Background: an optimization exercise with open tools, aiming at a short achievable clock period and few clock cycles. Do not read the settings as production practice.
Only simulation tests tie the RTL to the original design; equivalence was not proved.
Power figures rest on the tool's default switching activity, not on a simulated workload.

run 1:
==> flow/design.v (excerpt) <==
module cpu_top (
	input  logic               clk_in,
	input  logic               rst_in,
	input  logic               rdy_in,
	input  logic [7:0]         mem_din,
	output logic [7:0]         mem_dout,
	output logic [18-1:0] mem_a,
	output logic               mem_wr
);
For scale: roughly 8400 cells after synthesis, about 0.11 mm^2 of cells after synthesis.
==> flow/config.mk <==
export PLATFORM = sky130hd
export DESIGN_NAME = cpu_top
export DESIGN_NICKNAME = cpu_top
export VERILOG_FILES = /design/flow/design.v
export SDC_FILE = /design/flow/constraint.sdc
export NUM_CORES = 4
export LEC_CHECK = 0
export CAP_MARGIN = 20
export CORE_MARGIN = 2
export CORE_UTILIZATION = 40
export SETUP_SLACK_MARGIN = 5
export SLEW_MARGIN = 20
==> flow/constraint.sdc <==
create_clock -name core_clock -period 8.5 [get_ports {clk_in}]
set_input_delay 1.7000 -clock core_clock [delete_from_list [all_inputs] [get_ports {clk_in}]]
set_output_delay 1.7000 -clock core_clock [all_outputs]
set_load 0.01 [all_outputs]
standard.sh (not shown) runs the stock make flow with config.mk's settings and CLKGATE_MAP_FILE= SYNTH_SCRIPT=/design/flow/synth_recipe.tcl, a recipe that flattens the netlist after the stock synthesis.
==> flow/flow/run.sh <==
#!/bin/bash
# The standard layout, with timing repair aimed past the clock period's own slack
# (the constraints stay the design's; only how hard repair_timing works changes)
set -euo pipefail
MARGIN=6.3
bash standard.sh SETUP_SLACK_MARGIN=$MARGIN finish > standard_finish.log 2>&1
Testbench counts of run 1, summed over its fixed seeds: cycles 115,859.
Here is what was changed in the inputs of run 2 compared with run 1.
--- a/flow/design.v
+++ b/flow/design.v
@@ -60,23 +60,22 @@
 	output logic [HW-1:0]    hi1,
 	output logic             co0,
 	output logic             co1
 );
 	ks_add #(.W(LW)) lo_i (.a(a[LW-1:0]), .b(b[LW-1:0]), .cin(cin), .s(lo), .cout(clo));
 	ks_add #(.W(HW)) hi0_i (.a(a[LW+HW-1:LW]), .b(b[LW+HW-1:LW]), .cin(1'b0), .s(hi0), .cout(co0));
 	ks_add #(.W(HW)) hi1_i (.a(a[LW+HW-1:LW]), .b(b[LW+HW-1:LW]), .cin(1'b1), .s(hi1), .cout(co1));
 endmodule
 module alu (
 	input  logic [32-1:0] a,
 	input  logic [32-1:0] b,
-	input  logic [4:0]       shamt_n,   
 	input  logic [9:0]       op,      
 	output logic [17:0]      sum_lo,    
 	output logic             sum_c,
 	output logic [13:0]      sum_hi0,
 	output logic [13:0]      sum_hi1,
 	output logic [17:0]      diff_lo,
 	output logic             diff_c,
 	output logic [13:0]      diff_hi0,
 	output logic [13:0]      diff_hi1,
 	output logic [32-1:0] result,        
 	output logic             eq,
@@ -87,23 +86,23 @@
 	logic             nb1;
 	logic [4:0]       shamt;
 	logic [32-1:0] sll_r;
 	logic [32-1:0] srl_r;
 	split_add add_i (.a(a), .b(b), .cin(1'b0), .lo(sum_lo), .clo(sum_c),
 		.hi0(sum_hi0), .hi1(sum_hi1), .co0(), .co1());
 	split_add sub_i (.a(a), .b(~b), .cin(1'b1), .lo(diff_lo), .clo(diff_c),
 		.hi0(diff_hi0), .hi1(diff_hi1), .co0(nb0), .co1(nb1));
 	assign eq = (a == b);
 	assign ltu = !(diff_c ? nb1 : nb0);
 	assign lt = (a[32-1] ^ b[32-1]) ? a[32-1] : (diff_c ? diff_hi1[13] : diff_hi0[13]);
-	assign shamt = ~shamt_n;
+	assign shamt = b[4:0];
 	assign sll_r = a << shamt;
 	assign srl_r = 32'($signed({op[4] & a[32-1], a}) >>> shamt);
 	always_comb begin
 		result = '0;
 		if (op[2]) result = result | sll_r;
 		if (op[3] | op[4]) result = result | srl_r;
 		if (op[5]) result = result | (a & b);
 		if (op[6]) result = result | (a | b);
 		if (op[7]) result = result | (a ^ b);
 	end
 endmodule
@@ -190,23 +189,22 @@
 	logic [9:0]         alu_op;
 	logic [2:0]         x_f3;
 	logic [4:0]         x_rd;
 	logic               x_wr;
 	logic               x_ld;
 	logic               x_st;
 	logic               x_br;
 	logic               x_jalr;
 	logic               x_link;
 	logic               x_jal;
 	logic               br_q;        
-	logic [4:0]         shamt_n;     
 	logic [1:0]         m_left;      
 	logic [23:0]        me_data;     
 	logic               w_valid;     
 	logic               fwd1;
 	logic               fwd2;
 	logic [32-1:0]   rs1_v;
 	logic [32-1:0]   rs2_v;
 	logic [1:0]         m_idx;       
 	logic [1:0]         m_last;      
 	logic [17:0]      sum_lo;
 	logic             sum_c;
@@ -286,23 +284,22 @@
 	reg_file reg_file_i (
 		.clk_in   (clk_in),
 		.rs1_addr (ir[19:15]),
 		.rs2_addr (ir[24:20]),
 		.we       (w_valid && x_wr),
 		.wr_addr  (x_rd),
 		.wr_data  (wb_data),
 		.rs1_data (rs1_data),
 		.rs2_data (rs2_data)
 	);
 	alu alu_i (
-		.shamt_n      (shamt_n),
 		.a            (op_a),
 		.b            (op_b),
 		.op           (alu_op),
 		.sum_lo       (sum_lo),
 		.sum_c        (sum_c),
 		.sum_hi0      (sum_hi0),
 		.sum_hi1      (sum_hi1),
 		.diff_lo      (diff_lo),
 		.diff_c       (diff_c),
 		.diff_hi0     (diff_hi0),
 		.diff_hi1     (diff_hi1),
@@ -365,23 +362,23 @@
 		((state == st_resolve) && !br_q) ||
 		((state == st_memory) && prv_load && (m_idx == m_last));
 	always_comb begin
 		hit_f = 1'b0;
 		hit_i = 1'b0;
 		for (int k = 0; k < (1 << CW); k++) begin
 			hit_f = hit_f | (c_valid[k] && (fpc[CW+1:2] == CW'(k)) && (c_tag[k] == fpc[18-1:CW+2]));
 			hit_i = hit_i | (c_valid[k] && (ipc[CW+1:2] == CW'(k)) && (c_tag[k] == ipc[18-1:CW+2]));
 		end
 	end
 	assign fill = prv_fetch && (prv_a[1:0] == 2'd3);
-	assign arrive_f = fill && (prv_a[CW+1:2] == fpc[CW+1:2]);
+	assign arrive_f = fill && (prv_a[18-1:2] == fpc[18-1:2]);
 	assign f_word = arrive_f ? {mem_din, asm_b} : c_data[fpc[CW+1:2]];
 	assign take = accept && (hit_f || arrive_f);
 	assign skip = hit_i && !ahead[3];
 	assign issue = !hit_i && !ahead[3] && !mem_start && !mem_more;
 	assign ipc_step = skip || (issue && icnt == 2'd3);
 	always_ff @(posedge clk_in) begin
 		if (rst_in)
 			c_valid <= '0;
 		else if (fill)
 			c_valid[prv_a[CW+1:2]] <= 1'b1;
 	end
@@ -521,23 +518,22 @@
 			end
 			case (state)
 				st_idle: begin
 					state <= take ? st_decode : st_idle;
 				end
 				st_decode: begin
 					op_a <= d_lui ? '0 : d_auipc ? pc : rs1_v;
 					op_b <= (d_reg || d_br) ? rs2_v :
 						(d_lui || d_auipc) ? imm_u :
 						d_st ? imm_s : imm_i;
 					sdata <= rs2_v;
-					shamt_n <= ~(d_reg ? rs2_v[4:0] : ir[24:20]);
 					tgt_lo <= d_tgt_lo;
 					tgt_c <= d_tgt_c;
 					tgt_hi0 <= d_tgt_hi0;
 					tgt_hi1 <= d_tgt_hi1;
 					pc4 <= {pc_inc, pc[1:0]};
 					alu_op <= d_alu;
 					x_f3 <= f3;
 					x_rd <= ir[11:7];
 					x_wr <= d_lui || d_auipc || d_jal || d_jalr || d_ld || d_imm || d_reg;
 					x_ld <= d_ld;
 					x_st <= d_st;
==> comparison <==
Run 2 went all the way through synthesis, placement and routing and the layout is clean on timing, DRC and antenna. As far as clock skew is concerned, run 2 and run 1 perform about the same. | final-stage net count | higher: run 1 |. Going from run 1 to run 2, the total power was found to have gone down by 4.3%. Cell area | run 2 vs run 1 | run 2 larger. Looking at synthesis-to-finish area growth across run 1 and run 2, the one that comes out higher is run 1.
Testbench counts of run 2, summed over its fixed seeds: cycles 115,859.

-- what the ideal ports hide --
Ports are ideal in the flow. The routed layouts listed here were re-timed in OpenROAD.
Step 1, drivers: a clkbuf_16 drives clk_in and a buf_2 each remaining input, both assumed.
Step 2 adds t to the input delays and takes it off the output delays; t is the mean of the earliest and latest rising clock arrival at the registers after step 1. Input paths then give back, and output paths get back, about the clock's delay inside the block.
Three values: ideal, step 1, step 2; two values: the first two.
run | shift t [ns] | setup WS [ns] | pins driven straight from the clock port
run 1 | 1.034 | 5.146 / 5.146 / 4.738 | 1
run 2 | 1.003 | 5.256 / 5.240 / 4.881 | 1
After both steps every run listed still meets setup and hold. The setup slack of run 1, which loses most, moves by 0.000 ns with the drivers and by -0.408 ns with both steps.
